Background: an optimization exercise with open tools, aiming at small area and a short achievable clock period. Do not read the settings as production practice. The RTL was checked by simulation tests, not by an equivalence proof against the original design.

==> inputs of run a <==
## fft8_top
module fft8_top (
    input  logic         clk,
    input  logic         reset_n,
    input  logic         valid_in,
    input  logic [143:0] x_re,
    input  logic [143:0] x_im,
    output logic         valid_out,
    output logic [143:0] y_re,
    output logic [143:0] y_im
);
==> flow/config.mk <==
export PLATFORM = sky130hd
export DESIGN_NAME = fft8_top
export DESIGN_NICKNAME = fft8_top
export VERILOG_FILES = /design/flow/design.v
export SDC_FILE = /design/flow/constraint.sdc
export NUM_CORES = 4
export LEC_CHECK = 0
export CAP_MARGIN = 20
export CORE_MARGIN = 2
export CORE_UTILIZATION = 40
export CTS_CLUSTER_DIAMETER = 100
export CTS_CLUSTER_SIZE = 28
export SLEW_MARGIN = 20
==> flow/constraint.sdc <==
create_clock -name core_clock -period 12.0 [get_ports {clk}]
set_input_delay 2.4000 -clock core_clock [delete_from_list [all_inputs] [get_ports {clk}]]
set_output_delay 2.4000 -clock core_clock [all_outputs]
set_load 0.01 [all_outputs]
standard.sh (not shown) runs the stock make flow with config.mk's settings and CLKGATE_MAP_FILE= SYNTH_SCRIPT=/design/flow/synth_recipe.tcl, a recipe that flattens the netlist after the stock synthesis.
==> flow/flow/run.sh <==
#!/bin/bash
# Layout flow: the standard flow (standard.sh), with two changes:
#  1. after the standard synthesis, flow/polopt.py re-chooses the polarity of
#     each full-adder cell (a full adder is self-dual) to remove inverters;
#     the logic function and every register are unchanged;
#  2. the port buffers use sky130_fd_sc_hd__buf_1.
set -euo pipefail
R=$PWD/orfs/results/sky130hd/fft8_top/base
export BUFFER_PORTS_ARGS="-buffer_cell sky130_fd_sc_hd__buf_1"
bash standard.sh $R/1_2_yosys.v > synth_make.log 2>&1
cp $R/1_2_yosys.v standard_synth_netlist.v
python3 flow/polopt.py standard_synth_netlist.v $R/1_2_yosys.v > polopt.log 2>&1
bash standard.sh > layout_make.log 2>&1
Other scripts of this flow, unchanged in this note and not shown: flow/flow/polopt.py
==> run b: changes against run a <==
==> flow/flow/run.sh (replaced) <==
#!/bin/bash
# Layout flow: the standard flow (standard.sh), with two changes:
#  1. after the standard synthesis, flow/polopt.py re-chooses the polarity of
#     each full-adder cell (a full adder is self-dual) to remove inverters;
#     it also puts the latest-arriving input of each full adder on its fastest
#     pin (CIN); the logic function and every register are unchanged;
#  2. the port buffers use sky130_fd_sc_hd__buf_1;
#  3. the timing repair after CTS and global routing works on every path
#     whose slack is under SETUP_SLACK_MARGIN (the constraints are unchanged).
set -euo pipefail
R=$PWD/orfs/results/sky130hd/fft8_top/base
export SETUP_SLACK_MARGIN=7.8
export BUFFER_PORTS_ARGS="-buffer_cell sky130_fd_sc_hd__buf_1"
bash standard.sh $R/1_2_yosys.v > synth_make.log 2>&1
cp $R/1_2_yosys.v standard_synth_netlist.v
python3 flow/polopt.py standard_synth_netlist.v $R/1_2_yosys.v > polopt.log 2>&1
bash standard.sh > layout_make.log 2>&1
==> summary of the runs <==
Run a completed with no timing, DRC or antenna violations. Run b finished with timing, DRC and antenna clean. Between run b and run a, the lower sequential share of layout area is in run b (gap 2.6 points). Setup slack: run a is lower than run b (0.37 ns). Die area is the same in run a and run b. In run b the core utilization is higher than in run a, by 2.9 points.


==> run G: inputs <==
fft8_top again, from the RTL that the note above started with.
Settings: LEC_CHECK=0, CAP_MARGIN=20, CORE_MARGIN=2, CORE_UTILIZATION=60, CTS_CLUSTER_DIAMETER=100, CTS_CLUSTER_SIZE=28, PLACE_DENSITY=0.8, SLEW_MARGIN=20; clock period 12.0 ns.
==> flow/flow/run.sh <==
#!/bin/bash
# Layout flow: the standard flow (standard.sh), with two changes:
#  1. after the standard synthesis, flow/polopt.py re-chooses the polarity of
#     each full-adder cell (a full adder is self-dual) to remove inverters;
#     it also puts the latest-arriving input of each full adder on its fastest
#     pin (CIN); the logic function and every register are unchanged;
#  2. the port buffers use sky130_fd_sc_hd__buf_1;
#  3. the timing repair after CTS and global routing works on every path
#     whose slack is under SETUP_SLACK_MARGIN (the constraints are unchanged).
set -euo pipefail
R=$PWD/orfs/results/sky130hd/fft8_top/base
export SETUP_SLACK_MARGIN=7.4
export BUFFER_PORTS_ARGS="-buffer_cell sky130_fd_sc_hd__buf_1"
bash standard.sh $R/1_2_yosys.v > synth_make.log 2>&1
cp $R/1_2_yosys.v standard_synth_netlist.v
python3 flow/polopt.py standard_synth_netlist.v $R/1_2_yosys.v > polopt.log 2>&1
bash standard.sh > layout_make.log 2>&1
Other scripts of this flow, unchanged in this note and not shown: flow/flow/polopt.py
==> run X: changes against run G <==
==> flow/flow/run.sh (replaced) <==
#!/bin/bash
# Layout flow: the standard flow (standard.sh), with two changes:
#  1. after the standard synthesis, flow/polopt.py re-chooses the polarity of
#     each full-adder cell (a full adder is self-dual) to remove inverters;
#     the logic function and every register are unchanged;
#  2. the port buffers use sky130_fd_sc_hd__buf_1.
set -euo pipefail
R=$PWD/orfs/results/sky130hd/fft8_top/base
export BUFFER_PORTS_ARGS="-buffer_cell sky130_fd_sc_hd__buf_1"
bash standard.sh $R/1_2_yosys.v > synth_make.log 2>&1
cp $R/1_2_yosys.v standard_synth_netlist.v
python3 flow/polopt.py standard_synth_netlist.v $R/1_2_yosys.v > polopt.log 2>&1
bash standard.sh > layout_make.log 2>&1
Settings changed: CORE_UTILIZATION 60 to 40, CTS_CLUSTER_DIAMETER 100 to default, CTS_CLUSTER_SIZE 28 to default, PLACE_DENSITY 0.8 to default.
==> run summary <==
	run G	run X
Final worst setup slack	7140 ps	6710 ps
DRT iter0 DRCs	1350	1026
Final period util	40.5%	44.1%
Peak per-stage delay on the critical path	540 ps	640 ps
Final core area utilization	66.6%	45.8%
Worst reg-to-reg path cell count	11	10
Clock network area share	2.25%	8.07%
Startpoint of the most critical register-to-register path	r1757_2	r680_2
Layout overhead on the synthesized area	10.5%	13.3%
Endpoint of the most critical register-to-register path	r3511_3	r3638_3
Register-to-register setup slack	7210 ps	6710 ps
Run status	no timing/DRC/antenna violations	no timing/DRC/antenna violations
Global-route wire length before repair	197000 um	211000 um
Routed wire length on met3	5870 um	7030 um
Number of antenna violations at the first check in global routing	20	9
Diode insertion count for antenna repair	8	1
Number of nets at the end of the flow	5912	5935


==> 05-11 <==
Another version of the RTL of fft8_top (not shown whole).
Settings: LEC_CHECK=0, CAP_MARGIN=20, CORE_MARGIN=2, CORE_UTILIZATION=40, CTS_CLUSTER_DIAMETER=100, CTS_CLUSTER_SIZE=28, SLEW_MARGIN=20; clock period 12.0 ns.
==> flow/flow/run.sh <==
#!/bin/bash
# Layout flow: the standard flow (standard.sh), with two changes:
#  1. after the standard synthesis, flow/polopt.py re-chooses the polarity of
#     each full-adder cell (a full adder is self-dual) to remove inverters;
#     it also puts the latest-arriving input of each full adder on its fastest
#     pin (CIN); the logic function and every register are unchanged;
#  2. the port buffers use sky130_fd_sc_hd__buf_1;
#  3. the timing repair after CTS and global routing works on every path
#     whose slack is under SETUP_SLACK_MARGIN (the constraints are unchanged).
set -euo pipefail
R=$PWD/orfs/results/sky130hd/fft8_top/base
export SETUP_SLACK_MARGIN=7.7
export BUFFER_PORTS_ARGS="-buffer_cell sky130_fd_sc_hd__buf_1"
bash standard.sh $R/1_2_yosys.v > synth_make.log 2>&1
cp $R/1_2_yosys.v standard_synth_netlist.v
python3 flow/polopt.py standard_synth_netlist.v $R/1_2_yosys.v > polopt.log 2>&1
bash standard.sh > layout_make.log 2>&1
Other scripts of this flow, unchanged in this note and not shown: flow/flow/polopt.py
==> inputs of 11-18, as changes to 05-11 <==
--- a/flow/flow/run.sh
+++ b/flow/flow/run.sh
@@ -11,3 +11,3 @@
 R=$PWD/orfs/results/sky130hd/fft8_top/base
-export SETUP_SLACK_MARGIN=7.7
+export SETUP_SLACK_MARGIN=7.9
 export BUFFER_PORTS_ARGS="-buffer_cell sky130_fd_sc_hd__buf_1"
==> notes <==
Between 11-18 and 05-11, the lower critical path depth is in 11-18 (gap 1). Synthesized cell count is the same in 05-11 and 11-18. Between 05-11 and 11-18, the lower utilization is in 05-11 (gap 0.60 points). In maximum frequency, 05-11 and 11-18 hardly differ. Design area: 11-18 is larger than 05-11 (1.4%). Clock-buffer cell count: 05-11 is higher than 11-18 (1).
==> figures <==
| metric | 11-18 | 05-11 |
|---|---|---|
| Via total after detailed routing | 25800 | 25600 |
| Endpoint of the worst-slack reg-to-reg timing path | r3378_3$_DFF_P_ | r2547_2$_DFF_P_ |
| Gates resized, CTS repair | 258 | 78 |
| Number of nets in the layout | 5722 | 5696 |
| Status | no timing/DRC/antenna violations | no timing/DRC/antenna violations |
| Final hold slack | 0.320 ns | 0.315 ns |
| Number of antenna violations at the first check in global routing | 34 | 36 |
| Termination of the worst setup path | y_re[143] | y_im[107] |
| Stages on the worst setup path | 4 | 5 |
| Met2 capacity usage during global routing | 33.6% | 33.5% |
| Worst r2r src | r30_2$_DFF_P_ | r220_1$_DFF_P_ |
| Total buffers and inverters traversed by the critical path | 2 | 3 |
| Slowest stage cell on the critical path | fa_2 | dfxtp_2 |
| Non-Clock Buffer Area Fraction | 3.80% | 3.48% |
| Worst Tran Pin Value | 0.633 ns | 0.750 ns |


==> willow: inputs <==
RTL: one of the versions met above, not the one the previous note started from.
Design fft8_top, start of the top module:
module fft8_top (
    input  logic         clk,
    input  logic         reset_n,
    input  logic         valid_in,
    input  logic [143:0] x_re,
    input  logic [143:0] x_im,
    output logic         valid_out,
    output logic [143:0] y_re,
    output logic [143:0] y_im
);
clock: 12.0 ns
lec_check: 0
cap_margin: 20
core_margin: 2
core_utilization: 40
cts_cluster_diameter: 100
cts_cluster_size: 28
slew_margin: 20
==> flow/flow/run.sh <==
#!/bin/bash
# Layout flow: the standard flow (standard.sh), with two changes:
#  1. after the standard synthesis, flow/polopt.py re-chooses the polarity of
#     each full-adder cell (a full adder is self-dual) to remove inverters;
#     it also puts the latest-arriving input of each full adder on its fastest
#     pin (CIN); the logic function and every register are unchanged;
#  2. the port buffers use sky130_fd_sc_hd__buf_1;
#  3. the timing repair after CTS and global routing works on every path
#     whose slack is under SETUP_SLACK_MARGIN (the constraints are unchanged).
set -euo pipefail
R=$PWD/orfs/results/sky130hd/fft8_top/base
export SETUP_SLACK_MARGIN=7.2
export BUFFER_PORTS_ARGS="-buffer_cell sky130_fd_sc_hd__buf_1"
bash standard.sh $R/1_2_yosys.v > synth_make.log 2>&1
cp $R/1_2_yosys.v standard_synth_netlist.v
python3 flow/polopt.py standard_synth_netlist.v $R/1_2_yosys.v > polopt.log 2>&1
bash standard.sh > layout_make.log 2>&1
Other scripts of this flow, unchanged in this note and not shown: flow/flow/polopt.py
==> tundra (differences from willow) <==
--- a/flow/flow/run.sh
+++ b/flow/flow/run.sh
@@ -6,8 +6,5 @@
 #     pin (CIN); the logic function and every register are unchanged;
-#  2. the port buffers use sky130_fd_sc_hd__buf_1;
-#  3. the timing repair after CTS and global routing works on every path
-#     whose slack is under SETUP_SLACK_MARGIN (the constraints are unchanged).
+#  2. the port buffers use sky130_fd_sc_hd__buf_1.
 set -euo pipefail
 R=$PWD/orfs/results/sky130hd/fft8_top/base
-export SETUP_SLACK_MARGIN=7.2
 export BUFFER_PORTS_ARGS="-buffer_cell sky130_fd_sc_hd__buf_1"
- CORE_UTILIZATION: 40 -> 55
==> notes <==
In willow the maximum frequency is higher than in tundra, by 7.9%. Of tundra and willow, willow has the higher non-clock buffer count (gap 41).


==> inputs of job 2362 <==
fft8_top again, from the RTL that the note above started with.
==> flow/config.mk <==
export PLATFORM = sky130hd
export DESIGN_NAME = fft8_top
export DESIGN_NICKNAME = fft8_top
export VERILOG_FILES = /design/flow/design.v
export SDC_FILE = /design/flow/constraint.sdc
export NUM_CORES = 4
export LEC_CHECK = 0
export CAP_MARGIN = 20
export CORE_MARGIN = 2
export CORE_UTILIZATION = 40
export SLEW_MARGIN = 20
==> flow/constraint.sdc <==
create_clock -name core_clock -period 12.0 [get_ports {clk}]
set_input_delay 2.4000 -clock core_clock [delete_from_list [all_inputs] [get_ports {clk}]]
set_output_delay 2.4000 -clock core_clock [all_outputs]
set_load 0.01 [all_outputs]
==> flow/flow/run.sh <==
#!/bin/bash
# Layout flow: the standard flow (standard.sh), with two changes:
#  1. after the standard synthesis, flow/polopt.py re-chooses the polarity of
#     each full-adder cell (a full adder is self-dual) to remove inverters;
#     the logic function and every register are unchanged;
#  2. the port buffers use sky130_fd_sc_hd__buf_1.
set -euo pipefail
R=$PWD/orfs/results/sky130hd/fft8_top/base
export BUFFER_PORTS_ARGS="-buffer_cell sky130_fd_sc_hd__buf_1"
bash standard.sh $R/1_2_yosys.v > synth_make.log 2>&1
cp $R/1_2_yosys.v standard_synth_netlist.v
python3 flow/polopt.py standard_synth_netlist.v $R/1_2_yosys.v > polopt.log 2>&1
bash standard.sh > layout_make.log 2>&1
==> flow/flow/polopt.py <==
#!/usr/bin/env python3
"""Remove inverters around full-adder cells of a Yosys gate netlist.

A full adder is self-dual: FA(~a, ~b, ~c) = ~FA(a, b, c) for both SUM and
COUT.  Each fa cell may therefore be "flipped" (its inputs and outputs taken in
the other polarity) without changing what the circuit computes.  This script
chooses flips that minimise the number of inverters, then rewrites the
netlist: every inverter is removed and at most one inverter per signal is put
back where some load needs the other polarity.

usage: polopt.py IN.v OUT.v
"""
import re
import sys
import random

IN, OUT = sys.argv[1], sys.argv[2]
src = open(IN).read()

cell_re = re.compile(r'^\s*(sky130_fd_sc_hd__\w+)\s+(\S+)\s*\((.*?)\);', re.S | re.M)
pin_re = re.compile(r'\.(\w+)\(([^()]*)\)')

m0 = cell_re.search(src)
head = src[:m0.start()]
cells = []
last_end = None
for m in cell_re.finditer(src):
    typ, name, body = m.group(1), m.group(2), m.group(3)
    pins = [(p, n.strip()) for p, n in pin_re.findall(body)]
    cells.append([typ, name, pins])
    last_end = m.end()
tail = src[last_end:]
if re.search(r'\bassign\b', tail) or re.search(r'\bassign\b', head):
    sys.exit('assign statements not supported')

OUTPINS = {'X', 'Y', 'Q', 'Q_N', 'SUM', 'COUT', 'HI', 'LO'}


def is_inv(t):
    return re.match(r'sky130_fd_sc_hd__(inv|clkinv)_\d+$', t) is not None


def is_fa(t):
    return re.match(r'sky130_fd_sc_hd__fa_\d+$', t) is not None


# driver of each net
driver = {}
for ci, (t, n, pins) in enumerate(cells):
    for p, net in pins:
        if p in OUTPINS:
            driver[net] = (ci, p)

# root and parity of each net through inverter chains
inv_in = {}
for ci, (t, n, pins) in enumerate(cells):
    if is_inv(t):
        d = dict(pins)
        inv_in[d['Y']] = d['A']


def root(net):
    par = 0
    while net in inv_in:
        net = inv_in[net]
        par ^= 1
    return net, par


# output port nets
port_out = set()
for m in re.finditer(r'^\s*output\s+(\[(\d+):(\d+)\]\s*)?(\S+);', head, re.M):
    name = m.group(4)
    if m.group(1):
        hi, lo = int(m.group(2)), int(m.group(3))
        for i in range(lo, hi + 1):
            port_out.add(f'{name}[{i}]')
    else:
        port_out.add(name)

fa_idx = [ci for ci, c in enumerate(cells) if is_fa(c[0])]
# a flippable fa must not drive an output port directly
flippable = set()
for ci in fa_idx:
    outs = [net for p, net in cells[ci][2] if p in OUTPINS]
    if not any(o in port_out for o in outs):
        flippable.add(ci)

# consumers: list of (root, parity, consumer cell or None for port, pin)
cons = {}  # root -> list of [cell index or -1, parity]
uses = []  # (ci, pin, root, parity)
for ci, (t, n, pins) in enumerate(cells):
    if is_inv(t):
        continue
    for p, net in pins:
        if p in OUTPINS:
            continue
        r, par = root(net)
        uses.append((ci, p, r, par))
        cons.setdefault(r, []).append((ci, par))
port_uses = []
for pn in sorted(port_out):
    if pn in inv_in:
        r, par = root(pn)
        port_uses.append((pn, r, par))
        cons.setdefault(r, []).append((-1, par))

# driver cell of each root (fa only matter)
root_drv = {}
for r in cons:
    if r in driver:
        root_drv[r] = driver[r][0]

flip = {ci: 0 for ci in flippable}


def fl(ci):
    return flip.get(ci, 0)


def need_inv(r):
    d = fl(root_drv[r]) if r in root_drv else 0
    for ci, par in cons[r]:
        if par ^ d ^ (fl(ci) if ci >= 0 else 0):
            return 1
    return 0


def total():
    return sum(need_inv(r) for r in cons)


# roots touched by each fa
touch = {}
for ci in flippable:
    rs = set()
    for p, net in cells[ci][2]:
        if p in OUTPINS:
            if net in cons:
                rs.add(net)
        else:
            rs.add(root(net)[0])
    touch[ci] = list(rs)

before = total()
n_inv_before = sum(1 for c in cells if is_inv(c[0]))
order = sorted(flippable)
random.seed(1)
best = dict(flip)
best_cost = before
cur = before
for rnd in range(60):
    improved = False
    random.shuffle(order)
    for ci in order:
        rs = touch[ci]
        old = sum(need_inv(r) for r in rs)
        flip[ci] ^= 1
        new = sum(need_inv(r) for r in rs)
        if new < old or (new == old and rnd > 5 and random.random() < 0.3):
            cur += new - old
            if new < old:
                improved = True
        else:
            flip[ci] ^= 1
        if cur < best_cost:
            best_cost = cur
            best = dict(flip)
    if not improved and rnd > 20:
        break
flip = best
after = total()
print(f'inverter cells before {n_inv_before}, needed before {before}, after {after}, '
      f'flipped {sum(flip.values())} of {len(flippable)} fa cells', file=sys.stderr)

# rewrite
inv_net = {}
new_cells = []
cnt = [0]


def inv_of(r):
    if r not in inv_net:
        cnt[0] += 1
        nn = f'_polinv_{cnt[0]}_'
        inv_net[r] = nn
        new_cells.append(['sky130_fd_sc_hd__inv_1', f'_polinv_cell_{cnt[0]}_', [('A', r), ('Y', nn)]])
    return inv_net[r]


use_map = {}
for ci, p, r, par in uses:
    d = fl(root_drv[r]) if r in root_drv else 0
    need = par ^ d ^ fl(ci)
    use_map[(ci, p)] = inv_of(r) if need else r

out_cells = []
for ci, (t, n, pins) in enumerate(cells):
    if is_inv(t):
        continue
    np_ = []
    for p, net in pins:
        if p in OUTPINS:
            np_.append((p, net))
        else:
            np_.append((p, use_map[(ci, p)]))
    out_cells.append([t, n, np_])
for pn, r, par in port_uses:
    d = fl(root_drv[r]) if r in root_drv else 0
    if par ^ d:
        cnt[0] += 1
        out_cells.append(['sky130_fd_sc_hd__inv_1', f'_polinv_cell_{cnt[0]}_', [('A', r), ('Y', pn)]])
    else:
        cnt[0] += 1
        out_cells.append(['sky130_fd_sc_hd__buf_1', f'_polbuf_cell_{cnt[0]}_', [('A', r), ('X', pn)]])
out_cells += new_cells

# declare new wires
decl = ''.join(f'  wire {w};\n' for w in inv_net.values())
hm = head.rstrip('\n') + '\n' + decl
body = []
for t, n, pins in out_cells:
    ps = ',\n'.join(f'    .{p}({net}{" " if net.startswith(chr(92)) else ""})' for p, net in pins)
    body.append(f'  {t} {n} (\n{ps}\n  );\n')
open(OUT, 'w').write(hm + ''.join(body) + tail)
print(f'inverter cells written {sum(1 for c in out_cells if is_inv(c[0]))}', file=sys.stderr)
==> job 9355: changes against job 2362 <==
--- a/flow/flow/run.sh
+++ b/flow/flow/run.sh
@@ -4,3 +4,4 @@
 #     each full-adder cell (a full adder is self-dual) to remove inverters;
-#     the logic function and every register are unchanged;
+#     it also puts the latest-arriving input of each full adder on its fastest
+#     pin (CIN); the logic function and every register are unchanged;
 #  2. the port buffers use sky130_fd_sc_hd__buf_1.
--- a/flow/flow/polopt.py
+++ b/flow/flow/polopt.py
@@ -217,2 +217,71 @@
 
+# pin assignment: a full adder is symmetric in its inputs; put the latest
+# arriving input on CIN (fastest arc), the next on B, the earliest on A.
+FA_PIN_D = {'A': 0.45, 'B': 0.42, 'CIN': 0.38}
+drv2 = {}
+for k, (t, n, pins) in enumerate(out_cells):
+    for p, net in pins:
+        if p in OUTPINS:
+            drv2[net] = k
+arr = {}
+
+
+def is_ff(t):
+    return re.match(r'sky130_fd_sc_hd__(df|sdf|edf)', t) is not None
+
+
+def cell_delay(t, p):
+    if is_fa(t):
+        return FA_PIN_D.get(p, 0.45)
+    if 'ha_' in t:
+        return 0.3
+    if is_inv(t):
+        return 0.07
+    return 0.2
+
+
+def arrival(net):
+    if net in arr:
+        return arr[net]
+    stack = [net]
+    while stack:
+        x = stack[-1]
+        if x in arr:
+            stack.pop()
+            continue
+        k = drv2.get(x)
+        if k is None or is_ff(out_cells[k][0]):
+            arr[x] = 0.0
+            stack.pop()
+            continue
+        t, n, pins = out_cells[k]
+        ins = [(p, net2) for p, net2 in pins if p not in OUTPINS]
+        miss = [net2 for p, net2 in ins if net2 not in arr]
+        if miss:
+            stack.extend(miss)
+            continue
+        a = 0.0
+        for p, net2 in ins:
+            a = max(a, arr[net2] + cell_delay(t, p))
+        for p, net2 in pins:
+            if p in OUTPINS:
+                arr[net2] = a
+        stack.pop()
+    return arr[net]
+
+
+swapped = 0
+for k in range(len(out_cells)):
+    t, n, pins = out_cells[k]
+    if not is_fa(t):
+        continue
+    d = dict(pins)
+    ins = sorted([d['A'], d['B'], d['CIN']], key=arrival)
+    if [d['A'], d['B'], d['CIN']] != ins:
+        swapped += 1
+    d['A'], d['B'], d['CIN'] = ins
+    out_cells[k] = [t, n, [(p, d[p]) for p, _ in pins]]
+    # arrival of outputs is recomputed lazily only for later cells; keep simple
+print(f'fa input pins reordered on {swapped} cells', file=sys.stderr)
+
 # declare new wires
Settings changed: CTS_CLUSTER_DIAMETER set to 100, CTS_CLUSTER_SIZE set to 28.
==> run summary <==
status=complete, no violations; Filler cells=13400; Final Critical Period=5.28 ns; CTS Buf Count=59
[end of results for job 9355]
==> run summary <==
status=complete, no violations; Filler cells=13100; GRT Max-Usage Layer=met2; Final Critical Period=5.32 ns; antenna violations before repair=7; CTS Buf Count=151
[end of results for job 2362]

-- re-timing with driven ports --
In the flow no input, the clock included, has a driving cell. The finished layouts below were timed again as built, in two steps. Step 1 (the two cells are an assumption about what drives the block):
set clk [get_ports {clk}]
set_driving_cell -lib_cell sky130_fd_sc_hd__clkbuf_16 $clk
set_driving_cell -lib_cell sky130_fd_sc_hd__buf_2 [delete_from_list [all_inputs] $clk]
Step 2 adds t to the input delays and takes it off the output delays; t is the mean of the earliest and latest rising clock arrival at the registers after step 1. Input paths then give back, and output paths get back, about the clock's delay inside the block. a / b / c = ideal ports / drivers / drivers and shift; a / b = the first two.
| run | t (ns) | slack for setup (ns) | worst setup path after step 2 | worst register clock-pin slew, ns |
|---|---|---|---|---|
| run a | 0.787 | 6.719 / 6.719 / 6.222 | input to register | 0.12 / 0.12 |
| run b | 0.777 | 7.087 / 7.006 / 6.579 | input to register | 0.11 / 0.11 |
| run G | 0.758 | 7.141 / 7.067 / 6.580 | input to register | 0.12 / 0.12 |
| run X | 0.839 | 6.712 / 6.712 / 6.291 | input to register | 0.06 / 0.06 |
| 05-11 | 0.765 | 7.741 / 7.663 / 7.374 | input to register | 0.12 / 0.12 |
| 11-18 | 0.772 | 7.742 / 7.661 / 7.292 | input to register | 0.11 / 0.11 |
| willow | 0.795 | 7.108 / 7.025 / 6.455 | input to register | 0.12 / 0.12 |
| tundra | 0.772 | 6.724 / 6.724 / 6.399 | input to register | 0.11 / 0.11 |
| job 2362 | 0.842 | 6.683 / 6.683 / 6.284 | input to register | 0.07 / 0.07 |
| job 9355 | 0.787 | 6.719 / 6.719 / 6.222 | input to register | 0.12 / 0.12 |
After both steps every run listed still meets setup and hold. For willow, which loses most, drivers alone change the setup slack by -0.083 ns; drivers and shift together by -0.653 ns.
